Context: an optimization exercise on an open-source flow, tuned for small area, a short achievable clock period and few clock cycles. The choices shown serve that exercise and are no tape-out recipe. Function was checked by simulation only, so behaviour that the tests miss may differ from the original. Power figures rest on the tool's default switching activity, not on a simulated workload.

## exp/pepper
Design soc_top, start of the top module:
module soc_top (
    input  logic             clk,
    input  logic             rst,
    output logic             mem_valid,
    output logic             mem_write,
    output logic             mem_uncached,
    output bus_pkg::addr_t   mem_addr,
    output bus_pkg::strobe_t mem_strobe,
    output bus_pkg::word_t   mem_wdata,
    input  bus_pkg::word_t   mem_rdata,
    input  logic             mem_ready
);
For scale: about 3700 cells after synthesis, about 110 I/O pins.
Settings: LEC_CHECK=0, CAP_MARGIN=20, CORE_MARGIN=2, CORE_UTILIZATION=55, SLEW_MARGIN=20; clock period 12.0 ns.
standard.sh (not shown) runs the stock make flow with config.mk's settings and CLKGATE_MAP_FILE= SYNTH_SCRIPT=/design/flow/synth_recipe.tcl, a recipe that flattens the netlist after the stock synthesis.
==> flow/flow/run.sh <==
#!/bin/bash
# Standard layout (the standard.sh) with timing repair aimed well below
# the 12 ns period. Gate cloning is skipped: it left high-fanout nets that
# failed the slew check after routing. The clock tree uses larger sink
# clusters and no dummy loads: fewer buffers and a shorter insertion delay.
set -o pipefail
bash standard.sh SETUP_SLACK_MARGIN=8.6 SKIP_GATE_CLONING=1 \
  "CTS_ARGS=-sink_clustering_enable -repair_clock_nets -sink_clustering_size 30 -sink_clustering_max_diameter 70 -dont_use_dummy_load" \
  finish > standard_make.log 2>&1
Looking at the reports, exp/pepper completed the entire flow and the layout it produced met the timing, DRC and antenna checks.
Testbench counts of exp/pepper, summed over its fixed seeds: cycles 244,580.
Relative to exp/pepper, the following input files were edited for exp/violet:
Settings: changing CAP_MARGIN from 20 to 30; setting TNS_END_PERCENT to 50 for the first time; changing SLEW_MARGIN from 20 to 30.
Findings:
exp/violet vs. exp/pepper: combinational power ~0 delta, clock share of power +0.2 points, floorplan die area ~0 delta, non-clock buffer count ~0 delta, final routed wire length divided by cell count ~0 delta. Summary of exp/violet over exp/pepper: total routed wirelength neither gained nor lost much, floorplan die width closely matched the old numbers, signed area change from the synthesized netlist to the final layout held steady.
Modified inputs, exp/harbor compared to exp/violet
Settings: TNS_END_PERCENT now 10, was 50.
==> flow/flow/run.sh <==
#!/bin/bash
# Standard layout (the standard.sh) with timing repair aimed well below
# the 12 ns period. Gate cloning is skipped: it left high-fanout nets that
# failed the slew check after routing. The clock tree uses larger sink
# clusters and no dummy loads: fewer buffers and a shorter insertion delay.
set -o pipefail
bash standard.sh SETUP_SLACK_MARGIN=8.5 SKIP_GATE_CLONING=1 \
  "CTS_ARGS=-sink_clustering_enable -repair_clock_nets -sink_clustering_size 30 -sink_clustering_max_diameter 70 -dont_use_dummy_load" \
  finish > standard_make.log 2>&1
--- outcome ---
- Compared with exp/violet, routed via count divided by cell count in exp/harbor increased slightly.
- Count of buffers not belonging to the clock network in the layout is higher on exp/violet
- In the reports for exp/harbor and exp/violet, the smaller peak per-stage delay on the critical path belongs to exp/violet.
- [exp/harbor] initial antenna violation count fell 3 relative to exp/violet
- The final reports for exp/harbor and exp/violet show sequential share of layout area higher in the former.
- Compared to exp/violet, the router laid down less metal wire for exp/harbor.
- In exp/harbor, the final cycle utilization of the critical path came out 1.9 points above the value in exp/violet.
- Against exp/violet, exp/harbor comes in 2 higher on number of iterations in the first detailed-routing pass.
- The endpoint of the most critical setup path comes out mem_wdata[15] in one run and mem_addr[4] in the other, namely in exp/harbor and exp/violet respectively.
- Measured against exp/violet, the worst vdd rail ir drop of exp/harbor comes out at 0.920 times the reference value.
- Of exp/harbor and exp/violet, the run reporting the lower shortest clock period the worst path allows after layout was exp/violet.
- exp/violet completed; timing, DRC and antenna clean
- exp/harbor: full flow OK, the timing, DRC and antenna checks passed
- exp/violet reports its slowest stage cell on the critical path as sky130_fd_sc_hd__dfxtp_4 while exp/harbor reports sky130_fd_sc_hd__dfxtp_2.
> inputs changed (exp/harbor -> exp/quartz)
Settings: removing TNS_END_PERCENT (formerly 10); changing CORE_UTILIZATION from 55 to 60.
==> flow/flow/run.sh <==
#!/bin/bash
# Standard layout (the standard.sh) with timing repair aimed well below
# the 12 ns period. Gate cloning is skipped: it left high-fanout nets that
# failed the slew check after routing. The clock tree uses larger sink
# clusters and no dummy loads: fewer buffers and a shorter insertion delay.
set -o pipefail
bash standard.sh SETUP_SLACK_MARGIN=8.8 SKIP_GATE_CLONING=1 \
  "CTS_ARGS=-sink_clustering_enable -repair_clock_nets -sink_clustering_size 30 -sink_clustering_max_diameter 70 -dont_use_dummy_load" \
  finish > standard_make.log 2>&1
Results
In the metrics for exp/quartz and exp/harbor, the one carrying the lower global-route met2 utilization is exp/harbor.
The cell count number comes out higher for exp/quartz vs exp/harbor.
Going from exp/harbor to exp/quartz, number of global-route vias before repair +1334; power consumption dropped 0.55%.


Starting RTL as in the previous note.
clock: 12.0 ns
lec_check: 0
cap_margin: 25
core_margin: 2
core_utilization: 55
slew_margin: 25
==> flow/flow/run.sh <==
#!/bin/bash
# Standard layout (the standard.sh) with timing repair aimed well below
# the 12 ns period. Gate cloning is skipped: it left high-fanout nets that
# failed the slew check after routing. The clock tree uses larger sink
# clusters and no dummy loads: fewer buffers and a shorter insertion delay.
set -o pipefail
bash standard.sh SETUP_SLACK_MARGIN=8.6 SKIP_GATE_CLONING=1 \
  "CTS_ARGS=-sink_clustering_enable -repair_clock_nets -sink_clustering_size 30 -sink_clustering_max_diameter 70 -dont_use_dummy_load" \
  finish > standard_make.log 2>&1
Testbench counts at the start, summed over its fixed seeds: cycles 244,580.
==> next run, changes <==
--- a/flow/flow/run.sh
+++ b/flow/flow/run.sh
@@ -6,3 +6,3 @@
 set -o pipefail
-bash standard.sh SETUP_SLACK_MARGIN=8.6 SKIP_GATE_CLONING=1 \
+bash standard.sh SETUP_SLACK_MARGIN=8.7 SKIP_GATE_CLONING=1 \
   "CTS_ARGS=-sink_clustering_enable -repair_clock_nets -sink_clustering_size 30 -sink_clustering_max_diameter 70 -dont_use_dummy_load" \
- CAP_MARGIN: 25 -> 30
- SLEW_MARGIN: 25 -> 30
Hold slack is worse by 0.023 ns; die area is unchanged; sequential share of layout area goes down by 0.93 points.
==> next run, changes <==
--- a/flow/flow/run.sh
+++ b/flow/flow/run.sh
@@ -6,3 +6,3 @@
 set -o pipefail
-bash standard.sh SETUP_SLACK_MARGIN=8.7 SKIP_GATE_CLONING=1 \
+bash standard.sh SETUP_SLACK_MARGIN=8.4 SKIP_GATE_CLONING=1 \
   "CTS_ARGS=-sink_clustering_enable -repair_clock_nets -sink_clustering_size 30 -sink_clustering_max_diameter 70 -dont_use_dummy_load" \
Clock-buffer cell count went up by 11. Via count decreases by 2.4%. Total power climbs by about 0.35%. Flip-flop and latch count does not change.
==> next run, changes <==
--- a/flow/flow/run.sh
+++ b/flow/flow/run.sh
@@ -6,3 +6,3 @@
 set -o pipefail
-bash standard.sh SETUP_SLACK_MARGIN=8.4 SKIP_GATE_CLONING=1 \
+bash standard.sh SETUP_SLACK_MARGIN=8.8 SKIP_GATE_CLONING=1 \
   "CTS_ARGS=-sink_clustering_enable -repair_clock_nets -sink_clustering_size 30 -sink_clustering_max_diameter 70 -dont_use_dummy_load" \
=>
- routed wire length rose by 4.8%
- global-route usage rose by 1.1 points
- final cell count rose by 3.1%
- clock power fell by about 3%
- area after synthesis stays the same


Setup of run 1:
Starting RTL as in the previous note.
==> flow/config.mk <==
export PLATFORM = sky130hd
export DESIGN_NAME = soc_top
export DESIGN_NICKNAME = soc_top
export VERILOG_FILES = /design/flow/design.v
export SDC_FILE = /design/flow/constraint.sdc
export NUM_CORES = 4
export LEC_CHECK = 0
export CAP_MARGIN = 30
export CORE_MARGIN = 2
export CORE_UTILIZATION = 55
export SLEW_MARGIN = 30
export TNS_END_PERCENT = 10
==> flow/constraint.sdc <==
create_clock -name core_clock -period 12.0 [get_ports {clk}]
set_input_delay 2.4000 -clock core_clock [delete_from_list [all_inputs] [get_ports {clk}]]
set_output_delay 2.4000 -clock core_clock [all_outputs]
set_load 0.01 [all_outputs]
==> flow/flow/run.sh <==
#!/bin/bash
# Standard layout (the standard.sh) with timing repair aimed well below
# the 12 ns period. Gate cloning is skipped: it left high-fanout nets that
# failed the slew check after routing. The clock tree uses larger sink
# clusters and no dummy loads: fewer buffers and a shorter insertion delay.
set -o pipefail
bash standard.sh SETUP_SLACK_MARGIN=8.8 SKIP_GATE_CLONING=1 \
  "CTS_ARGS=-sink_clustering_enable -repair_clock_nets -sink_clustering_size 30 -sink_clustering_max_diameter 70 -dont_use_dummy_load" \
  finish > standard_make.log 2>&1
Run 1: done, clean on timing, DRC and antenna
Testbench counts of run 1, summed over its fixed seeds: cycles 244,580.
Modified inputs, run 2 compared to run 1
--- a/flow/flow/run.sh
+++ b/flow/flow/run.sh
@@ -7 +7 @@
-bash standard.sh SETUP_SLACK_MARGIN=8.8 SKIP_GATE_CLONING=1 \
+bash standard.sh SETUP_SLACK_MARGIN=8.6 SKIP_GATE_CLONING=1 \
--- a/flow/config.mk
+++ b/flow/config.mk
@@ -10 +10 @@
-export CORE_UTILIZATION = 55
+export CORE_UTILIZATION = 50
@@ -12 +11,0 @@
-export TNS_END_PERCENT = 10
==> notes.md <==
NOTE cell count run 1->run 2 increased by a few percent. Count of clock-buffer cells in the layout | run 2 above run 1. Higher number of antenna diodes among run 2 and run 1: run 1.
Relative to run 2, the following input files were edited for run 3:
--- a/flow/config.mk
+++ b/flow/config.mk
@@ -10 +10 @@
-export CORE_UTILIZATION = 50
+export CORE_UTILIZATION = 55
[summary]
- Between run 2 and run 3, the total vias in the final route is higher for run 2.
- [compare] base=run 2 new=run 3: synthesized cell count stayed essentially flat, worst reg-to-reg setup slack rose by 0.08 ns, chip width fell by 4.6%, area occupied by registers stayed essentially flat.
- Run 2 fits on a die that is larger than the die of run 3.
- Run 3 vs run 2 on wire length: run 3 is the lower one.
- ~same power density over cell area in run 2 and run 3
- NOTE: clock-buffer cell count in run 3 falls short of that of run 2
- When the final numbers for run 2 and run 3 were put side by side, the part of the total power dissipated in combinational logic turned out to be greater in run 2.
- Looking at non-clock buffer count, run 3 sits 15 lower than run 2 does.

-- what the ideal ports hide --
In the flow no input, the clock included, has a driving cell. The finished layouts below were timed again as built, in two steps.
Step 1 sets driving cells, clkbuf_16 on the clock port and buf_2 on the other inputs (assumed; they add their load-dependent delay and slew).
Step 2, shift: input delay + t, output delay - t, t = (earliest + latest rising clock arrival at the registers) / 2. This alone moves slack from input paths to output paths.
Slacks: ideal ports / drivers / drivers and shift; pairs: ideal ports / drivers.
| run | shift t [ns] | slack for setup (ns) | hold WS [ns] | worst setup path at the end | worst data-port slew with drivers (ns) |
|---|---|---|---|---|---|
| exp/pepper | 0.738 | 8.439 / 8.371 / 7.850 | 0.455 / 0.455 / 0.455 | input to register | 0.15 |
| exp/violet | 0.732 | 8.423 / 8.351 / 7.856 | 0.443 / 0.443 / 0.443 | input to register | 0.06 |
| exp/harbor | 0.723 | 8.198 / 8.124 / 7.669 | 0.437 / 0.437 / 0.437 | input to register | 0.06 |
| exp/quartz | 0.722 | 8.391 / 8.318 / 7.847 | 0.451 / 0.451 / 0.451 | input to register | 0.15 |
| the first run of note 2 | 0.739 | 8.438 / 8.370 / 7.840 | 0.455 / 0.455 / 0.455 | input to register | 0.16 |
| the second run of note 2 | 0.772 | 8.355 / 8.281 / 7.878 | 0.432 / 0.432 / 0.432 | input to register | 0.08 |
| the third run of note 2 | 0.721 | 8.310 / 8.310 / 7.734 | 0.443 / 0.443 / 0.443 | input to register | 0.12 |
| the fourth run of note 2 | 0.713 | 8.443 / 8.367 / 7.821 | 0.447 / 0.447 / 0.447 | input to register | 0.09 |
| run 1 | 0.724 | 8.434 / 8.367 / 7.822 | 0.434 / 0.434 / 0.434 | input to register | 0.06 |
| run 2 | 0.726 | 8.429 / 8.362 / 7.838 | 0.472 / 0.472 / 0.472 | input to register | 0.17 |
| run 3 | 0.735 | 8.437 / 8.367 / 7.825 | 0.458 / 0.458 / 0.458 | input to register | 0.14 |
After both steps setup and hold are still met in every run listed. For the fourth run of note 2, which loses most, drivers alone change the setup slack by -0.076 ns; drivers and shift together by -0.622 ns.
